This is an optimization exercise on Yosys and OpenROAD, whose aim is small area, a short achievable clock period and few clock cycles per item, not a production implementation.
Only simulation tests tie the RTL to the original design; equivalence was not proved.

==> flow/design.v <==
package lkvt_pkg;
  localparam int CAPACITY_DEF   = 32;
  localparam int KEY_BITS_DEF   = 16;
  localparam int VALUE_BITS_DEF = 32;
  localparam int KIND_W      = 2;
  localparam int STATUS_W    = 2;
  localparam int COUNT_OUT_W = 6;
  localparam logic [KIND_W-1:0] KIND_LOOKUP = 2'd0;
  localparam logic [KIND_W-1:0] KIND_INSERT = 2'd1;
  localparam logic [KIND_W-1:0] KIND_DELETE = 2'd2;
  localparam logic [STATUS_W-1:0] STAT_DONE      = 2'd0;
  localparam logic [STATUS_W-1:0] STAT_DUPLICATE = 2'd1;
  localparam logic [STATUS_W-1:0] STAT_FULL      = 2'd2;
  localparam logic [STATUS_W-1:0] STAT_ABSENT    = 2'd3;
  typedef struct packed {
    logic start;      
    logic scan_en;    
    logic rd_last;    
    logic wr_ins;     
    logic wr_del;     
    logic out_load;   
  } lkvt_cmd_t;
  typedef struct packed {
    logic scan_hit;    
    logic scan_miss;   
    logic is_insert;
    logic is_delete;
    logic tbl_full;
  } lkvt_sts_t;
endpackage
module linear_key_value_table
#(
  parameter int CAPACITY   = lkvt_pkg::CAPACITY_DEF,
  parameter int KEY_BITS   = lkvt_pkg::KEY_BITS_DEF,
  parameter int VALUE_BITS = lkvt_pkg::VALUE_BITS_DEF,
  localparam int IN_W  = ((KEY_BITS + VALUE_BITS + 7) / 8) * 8,
  localparam int RES_W = 1 + VALUE_BITS + lkvt_pkg::STATUS_W + lkvt_pkg::COUNT_OUT_W + 2,
  localparam int OUT_W = ((RES_W + 7) / 8) * 8
) (
  input  logic              clk_i,
  input  logic              rst_ni,
  input  logic              s_axis_tvalid,
  output logic              s_axis_tready,
  input  logic [IN_W-1:0]   s_axis_tdata,   
  input  logic [lkvt_pkg::KIND_W-1:0] s_axis_tuser,   
  output logic              m_axis_tvalid,
  input  logic              m_axis_tready,
  output logic [OUT_W-1:0]  m_axis_tdata    
);
  localparam int NR    = 4;                   
  localparam int RL    = CAPACITY / NR;       
  localparam int NP    = 2;                   
  localparam int NQ    = NR * RL;             
  localparam int NS    = NQ + NP;             
  localparam int CNT_W = $clog2(CAPACITY + 1);
  localparam logic [CNT_W-1:0] CAP_CNT = CNT_W'(CAPACITY);
  localparam int W     = KEY_BITS + VALUE_BITS;
  logic [NQ-1:0]         rvld_q;
  logic [W-1:0]          rdat_q [NQ];
  logic [NP-1:0]         pvld_q;
  logic [W-1:0]          pdat_q [NP];
  logic [CNT_W-1:0]      count_q;
  logic [NS-1:0]         svld;
  logic [W-1:0]          sdat [NS];
  always_comb begin
    for (int j = 0; j < NQ; j++) begin
      svld[j] = rvld_q[j];
      sdat[j] = rdat_q[j];
    end
    for (int d = 0; d < NP; d++) begin
      svld[NQ+d] = pvld_q[d];
      sdat[NQ+d] = pdat_q[d];
    end
  end
  logic [NR-1:0]         dsel_q;
  logic [NP-1:0]         psrc_q, pgo_q, ptgt;
  logic [W-1:0]          ddat;
  always_comb begin
    ddat = '0;
    for (int d = 0; d < NP; d++) begin
      ddat = ddat | (pdat_q[d] & {W{psrc_q[d]}});
    end
  end
  always_comb begin
    logic seen;
    seen = 1'b0;
    for (int d = 0; d < NP; d++) begin
      ptgt[d] = (!pvld_q[d] || pgo_q[d]) && !seen;
      seen    = seen || !pvld_q[d] || pgo_q[d];
    end
  end
  logic                          b_v, b_hit;    
  logic [NR:0]                   b_g;           
  logic                          b_sins, b_sdel;
  logic [lkvt_pkg::KIND_W-1:0]   b_kind;
  logic [KEY_BITS-1:0]           b_key;
  logic [VALUE_BITS-1:0]         b_val;
  logic [NS-1:0]                 b_m;
  logic                          r_v, take, stall;
  logic [RES_W-1:0]              r_q;
  logic                          rdy_q, nbr_q;
  assign take  = r_v && m_axis_tready;
  assign stall = b_v && r_v && !m_axis_tready;
  logic                  ex, b_ins, b_del, b_lu;
  logic                  full, empty, c_31, c_1;
  logic                  ins_ok, del_ok, full_n, empty_n;
  logic [CNT_W-1:0]      count_p1, count_m1, count_n;
  logic [NS-1:0]         clr;
  logic [VALUE_BITS-1:0] rd_val;
  logic                  dvld;
  assign ex    = b_v && !stall;
  assign b_ins = (b_kind == lkvt_pkg::KIND_INSERT);
  assign b_del = (b_kind == lkvt_pkg::KIND_DELETE);
  assign b_lu  = !b_ins && !b_del;
  assign full     = (count_q == CAP_CNT);
  assign empty    = (count_q == '0);
  assign c_31     = (count_q == CAP_CNT - 1);
  assign c_1      = (count_q == CNT_W'(1));
  assign count_p1 = count_q + CNT_W'(1);
  assign count_m1 = count_q - CNT_W'(1);
  assign b_hit    = b_sins || (!b_sdel && (|b_g));
  assign ins_ok   = ex && b_ins && !b_hit && !full;
  assign del_ok   = ex && b_del && b_hit;
  logic                  ins_m, del_m;
  assign ins_m    = ex && b_ins && !full;
  assign del_m    = ex && b_del;
  assign count_n  = b_hit ? (del_m ? count_m1 : count_q) : (ins_m ? count_p1 : count_q);
  assign full_n   = b_hit ? (full && !del_m) : (ins_m ? c_31 : full);
  assign empty_n  = b_hit ? (del_m ? c_1 : empty) : (empty && !ins_m);
  assign clr = (ex && b_del) ? b_m : '0;
  always_comb begin
    rd_val = '0;
    for (int j = 0; j < NS; j++) begin
      rd_val = rd_val | (sdat[j][W-1:KEY_BITS] & {VALUE_BITS{b_m[j]}});
    end
  end
  always_comb begin
    dvld = 1'b0;
    for (int d = 0; d < NP; d++) begin
      dvld = dvld | (psrc_q[d] && !clr[NQ+d]);
    end
  end
  logic [NQ-1:0]         rvld_n;
  logic [NP-1:0]         pvld_n;
  always_comb begin
    for (int r = 0; r < NR; r++) begin
      for (int i = 1; i < RL; i++) begin
        rvld_n[r*RL+i] = rvld_q[r*RL+i-1] && !clr[r*RL+i-1];
      end
      if (dsel_q[r]) begin
        rvld_n[r*RL] = dvld;
      end else begin
        rvld_n[r*RL] = rvld_q[r*RL+RL-1] && !clr[r*RL+RL-1];
      end
    end
    for (int d = 0; d < NP; d++) begin
      pvld_n[d] = (pvld_q[d] && !pgo_q[d] && !clr[NQ+d]) ||
                  (!b_hit && ex && b_ins && !full && ptgt[d]);
    end
  end
  always_ff @(posedge clk_i or negedge rst_ni) begin
    if (!rst_ni) begin
      rvld_q  <= '0;
      pvld_q  <= '0;
      count_q <= '0;
    end else begin
      rvld_q  <= rvld_n;
      pvld_q  <= pvld_n;
      count_q <= count_n;
    end
  end
  always_ff @(posedge clk_i) begin
    for (int r = 0; r < NR; r++) begin
      for (int i = 1; i < RL; i++) begin
        rdat_q[r*RL+i] <= rdat_q[r*RL+i-1];
      end
      rdat_q[r*RL] <= dsel_q[r] ? ddat : rdat_q[r*RL+RL-1];
    end
    for (int d = 0; d < NP; d++) begin
      if (ex && b_ins && ptgt[d]) begin
        pdat_q[d] <= {b_val, b_key};
      end
    end
  end
  logic                          acc, same;
  logic [KEY_BITS-1:0]           key;
  logic [NS-1:0]                 m1, m_rot, b_m_n;
  assign acc = s_axis_tvalid && rdy_q && (!(b_v && r_v) || m_axis_tready);
  assign key = s_axis_tdata[KEY_BITS-1:0];
  always_comb begin
    for (int j = 0; j < NS; j++) begin
      m1[j] = svld[j] && (sdat[j][KEY_BITS-1:0] == key);
    end
  end
  assign same = b_v && (b_key == key);
  always_comb begin
    logic [NS-1:0] m;
    m = stall ? b_m : m1;
    for (int r = 0; r < NR; r++) begin
      for (int i = 1; i < RL; i++) begin
        m_rot[r*RL+i] = m[r*RL+i-1];
      end
      m_rot[r*RL] = dsel_q[r] ? |(m[NS-1:NQ] & psrc_q) : m[r*RL+RL-1];
    end
    for (int d = 0; d < NP; d++) begin
      m_rot[NQ+d] = m[NQ+d] && !pgo_q[d];
    end
  end
  always_comb begin
    b_m_n = m_rot;
    if (!stall && same && ins_ok) begin
      b_m_n = {ptgt, {NQ{1'b0}}};
    end else if (!stall && same && del_ok) begin
      b_m_n = '0;
    end
  end
  always_ff @(posedge clk_i or negedge rst_ni) begin
    if (!rst_ni) begin
      b_v <= 1'b0;
    end else if (!stall) begin
      b_v <= acc;
    end
  end
  logic [NR:0]                   g_n;
  always_comb begin
    for (int r = 0; r < NR; r++) begin
      g_n[r] = |m1[r*RL +: RL];
    end
    g_n[NR] = |m1[NS-1:NQ];
  end
  always_ff @(posedge clk_i) begin
    b_m <= b_m_n;
    if (!stall) begin
      b_g    <= g_n;
      b_sins <= same && ins_ok;
      b_sdel <= same && del_ok;
      b_kind <= s_axis_tuser;
      b_key  <= key;
      b_val  <= s_axis_tdata[KEY_BITS+VALUE_BITS-1:KEY_BITS];
    end
  end
  logic [lkvt_pkg::STATUS_W-1:0] stat;
  logic [RES_W-1:0]              res_n;
  logic                          r_v_d;
  always_comb begin
    if (b_ins) begin
      stat = b_hit ? lkvt_pkg::STAT_DUPLICATE : (full ? lkvt_pkg::STAT_FULL : lkvt_pkg::STAT_DONE);
    end else begin
      stat = b_hit ? lkvt_pkg::STAT_DONE : lkvt_pkg::STAT_ABSENT;
    end
  end
  assign res_n = {empty_n, full_n, lkvt_pkg::COUNT_OUT_W'(count_n),
                  stat, (b_lu ? rd_val : '0), b_hit};
  assign r_v_d = (r_v && !take) || ex;
  logic                  bv_n, bins_n, bdel_n;
  logic [1:0]            rdy_h, drn_h;
  logic [NR-1:0]         dsel_h [2];
  logic [NP-1:0]         psrc_h [2], pgo_h [2];
  assign bv_n   = stall ? b_v : acc;
  assign bins_n = stall ? b_ins : (s_axis_tuser == lkvt_pkg::KIND_INSERT);
  assign bdel_n = stall ? b_del : (s_axis_tuser == lkvt_pkg::KIND_DELETE);
  always_comb begin
    for (int h = 0; h < 2; h++) begin
      logic          ins_h, del_h, full_h, rf, rf2, p_any, p_all, q_ins, q_del;
      logic [NS-1:0] clr_h;
      logic [NP-1:0] pv;
      logic [NR-1:0] rt;
      logic [NP-1:0] ps;
      ins_h = (h == 0) && ex && b_ins && !full;
      del_h = (h == 1) && ex && b_del;
      clr_h = clr;
      full_h = ins_h ? c_31 : (full && !del_h);
      for (int d = 0; d < NP; d++) begin
        pv[d] = (pvld_q[d] && !pgo_q[d] && !clr_h[NQ+d]) || (ins_h && ptgt[d]);
      end
      rf  = 1'b0;
      rf2 = 1'b0;
      for (int r = 0; r < NR; r++) begin
        rt[r] = !(rvld_q[r*RL + RL-2] && !clr_h[r*RL + RL-2]) && !rf;
        rf    = rf  || !(rvld_q[r*RL + RL-2] && !clr_h[r*RL + RL-2]);
        rf2   = rf2 || !(rvld_q[r*RL + RL-3] && !clr_h[r*RL + RL-3]);
      end
      p_any = 1'b0;
      for (int d = 0; d < NP; d++) begin
        ps[d] = pv[d] && !p_any;
        p_any = p_any || pv[d];
      end
      p_all = &pv;
      drn_h[h]  = p_any && rf;
      dsel_h[h] = (p_any && rf) ? rt : '0;
      psrc_h[h] = ps;
      pgo_h[h]  = (p_any && rf) ? ps : '0;
      q_ins = bv_n && bins_n && !full_h;
      q_del = bv_n && bdel_n;
      rdy_h[h] = rf2 || (full_h && !q_del) ||
                 (p_all ? ((p_any && rf) && !q_ins) : (!p_any || (p_any && rf) || !q_ins));
    end
  end
  always_ff @(posedge clk_i or negedge rst_ni) begin
    if (!rst_ni) begin
      dsel_q  <= '0;
      psrc_q  <= '0;
      pgo_q   <= '0;
    end else begin
      dsel_q  <= b_hit ? dsel_h[1] : dsel_h[0];
      psrc_q  <= b_hit ? psrc_h[1] : psrc_h[0];
      pgo_q   <= b_hit ? pgo_h[1]  : pgo_h[0];
    end
  end
  always_ff @(posedge clk_i or negedge rst_ni) begin
    if (!rst_ni) begin
      r_v    <= 1'b0;
      rdy_q  <= 1'b0;
      nbr_q  <= 1'b0;
    end else begin
      r_v    <= r_v_d;
      rdy_q  <= b_hit ? rdy_h[1] : rdy_h[0];
      nbr_q  <= !(bv_n && r_v_d);
    end
  end
  always_ff @(posedge clk_i) begin
    if (ex) begin
      r_q <= res_n;
    end
  end
  assign s_axis_tready = rdy_q && (nbr_q || m_axis_tready);
  assign m_axis_tvalid = r_v;
  assign m_axis_tdata  = OUT_W'(r_q);
endmodule
clock: 5.0 ns
lec_check: 0
cap_margin: 20
core_margin: 2
core_utilization: 45
cts_cluster_diameter: 80
cts_cluster_size: 25
place_density: 0.65
setup_slack_margin: 2.6
slew_margin: 20
run.sh (not shown) runs the stock make flow with config.mk's settings and CLKGATE_MAP_FILE= SYNTH_SCRIPT=/design/flow/synth_recipe.tcl, a recipe that flattens the netlist after the stock synthesis.
Testbench counts at the start, summed over its fixed seeds: cycles 12,172, items 12,000.
Rerun with:
--- a/flow/design.v
+++ b/flow/design.v
@@ -97,9 +97,8 @@
   logic [VALUE_BITS-1:0]         b_val;
   logic [NS-1:0]                 b_m;
-  logic                          r_v, take, stall;
-  logic [RES_W-1:0]              r_q;
-  logic                          rdy_q, nbr_q;
-  assign take  = r_v && m_axis_tready;
-  assign stall = b_v && r_v && !m_axis_tready;
+  logic                          r_v, s_v, take, stall;
+  logic [RES_W-1:0]              r_q, s_q;
+  logic                          rdy_q;
+  assign stall = r_v && s_v;
   logic                  ex, b_ins, b_del, b_lu;
   logic                  full, empty, c_31, c_1;
@@ -186,5 +185,5 @@
   logic [KEY_BITS-1:0]           key;
   logic [NS-1:0]                 m1, m_rot, b_m_n;
-  assign acc = s_axis_tvalid && rdy_q && (!(b_v && r_v) || m_axis_tready);
+  assign acc = s_axis_tvalid && rdy_q;
   assign key = s_axis_tdata[KEY_BITS-1:0];
   always_comb begin
@@ -242,5 +241,5 @@
   logic [lkvt_pkg::STATUS_W-1:0] stat;
   logic [RES_W-1:0]              res_n;
-  logic                          r_v_d;
+  logic                          r_v_d, s_v_d;
   always_comb begin
     if (b_ins) begin
@@ -252,6 +251,8 @@
   assign res_n = {empty_n, full_n, lkvt_pkg::COUNT_OUT_W'(count_n),
                   stat, (b_lu ? rd_val : '0), b_hit};
-  assign r_v_d = (r_v && !take) || ex;
-  logic                  bv_n, bins_n, bdel_n;
+  assign take  = r_v && m_axis_tready;
+  assign r_v_d = (r_v && !take) || s_v || ex;
+  assign s_v_d = s_v ? !take : (ex && r_v && !take);
+  logic                  stall_n, bv_n, bins_n, bdel_n;
   logic [1:0]            rdy_h, drn_h;
   logic [NR-1:0]         dsel_h [2];
@@ -308,21 +309,25 @@
     end
   end
+  assign stall_n = r_v_d && s_v_d;
   always_ff @(posedge clk_i or negedge rst_ni) begin
     if (!rst_ni) begin
-      r_v    <= 1'b0;
-      rdy_q  <= 1'b0;
-      nbr_q  <= 1'b0;
+      r_v   <= 1'b0;
+      s_v   <= 1'b0;
+      rdy_q <= 1'b0;
     end else begin
-      r_v    <= r_v_d;
-      rdy_q  <= b_hit ? rdy_h[1] : rdy_h[0];
-      nbr_q  <= !(bv_n && r_v_d);
+      r_v   <= r_v_d;
+      s_v   <= s_v_d;
+      rdy_q <= !stall_n && (b_hit ? rdy_h[1] : rdy_h[0]);
     end
   end
   always_ff @(posedge clk_i) begin
-    if (ex) begin
-      r_q <= res_n;
+    if (!r_v || take) begin
+      r_q <= s_v ? s_q : res_n;
+    end
+    if (!s_v) begin
+      s_q <= res_n;
     end
   end
-  assign s_axis_tready = rdy_q && (nbr_q || m_axis_tready);
+  assign s_axis_tready = rdy_q;
   assign m_axis_tvalid = r_v;
   assign m_axis_tdata  = OUT_W'(r_q);
Effect: Hold slack gets better by 65 ps; cell area is higher by 3.5%; critical path depth is higher by 4; setup slack gets better by 41 ps; die area is higher by 2.4%.
Testbench counts after the change, summed over its fixed seeds: cycles 12,172, items 12,000.

-- re-timing with driven ports --
Ports are ideal in the flow. The routed layouts listed here were re-timed in OpenROAD. Step 1, drivers: a clkbuf_16 drives clk_i and a buf_2 each remaining input, both assumed. Step 2 times the ports against the registers' clock, not the clock port: input delays grow and output delays shrink by t, the midpoint of the rising clock arrivals with the driver on. Three values: no drivers, after step 1, after step 2; two values: the first two.
| run | shift t [ns] | slack for setup (ns) | slew at the worst register clock pin (ns) |
|---|---|---|---|
| the first run | 0.772 | 2.561 / 2.486 / 1.875 | 0.11 / 0.11 |
| the second run | 0.786 | 2.601 / 2.575 / 1.821 | 0.11 / 0.11 |
After both steps setup and hold are still met in every run listed. For the second run, which loses most, drivers alone change the setup slack by -0.026 ns; drivers and shift together by -0.780 ns.
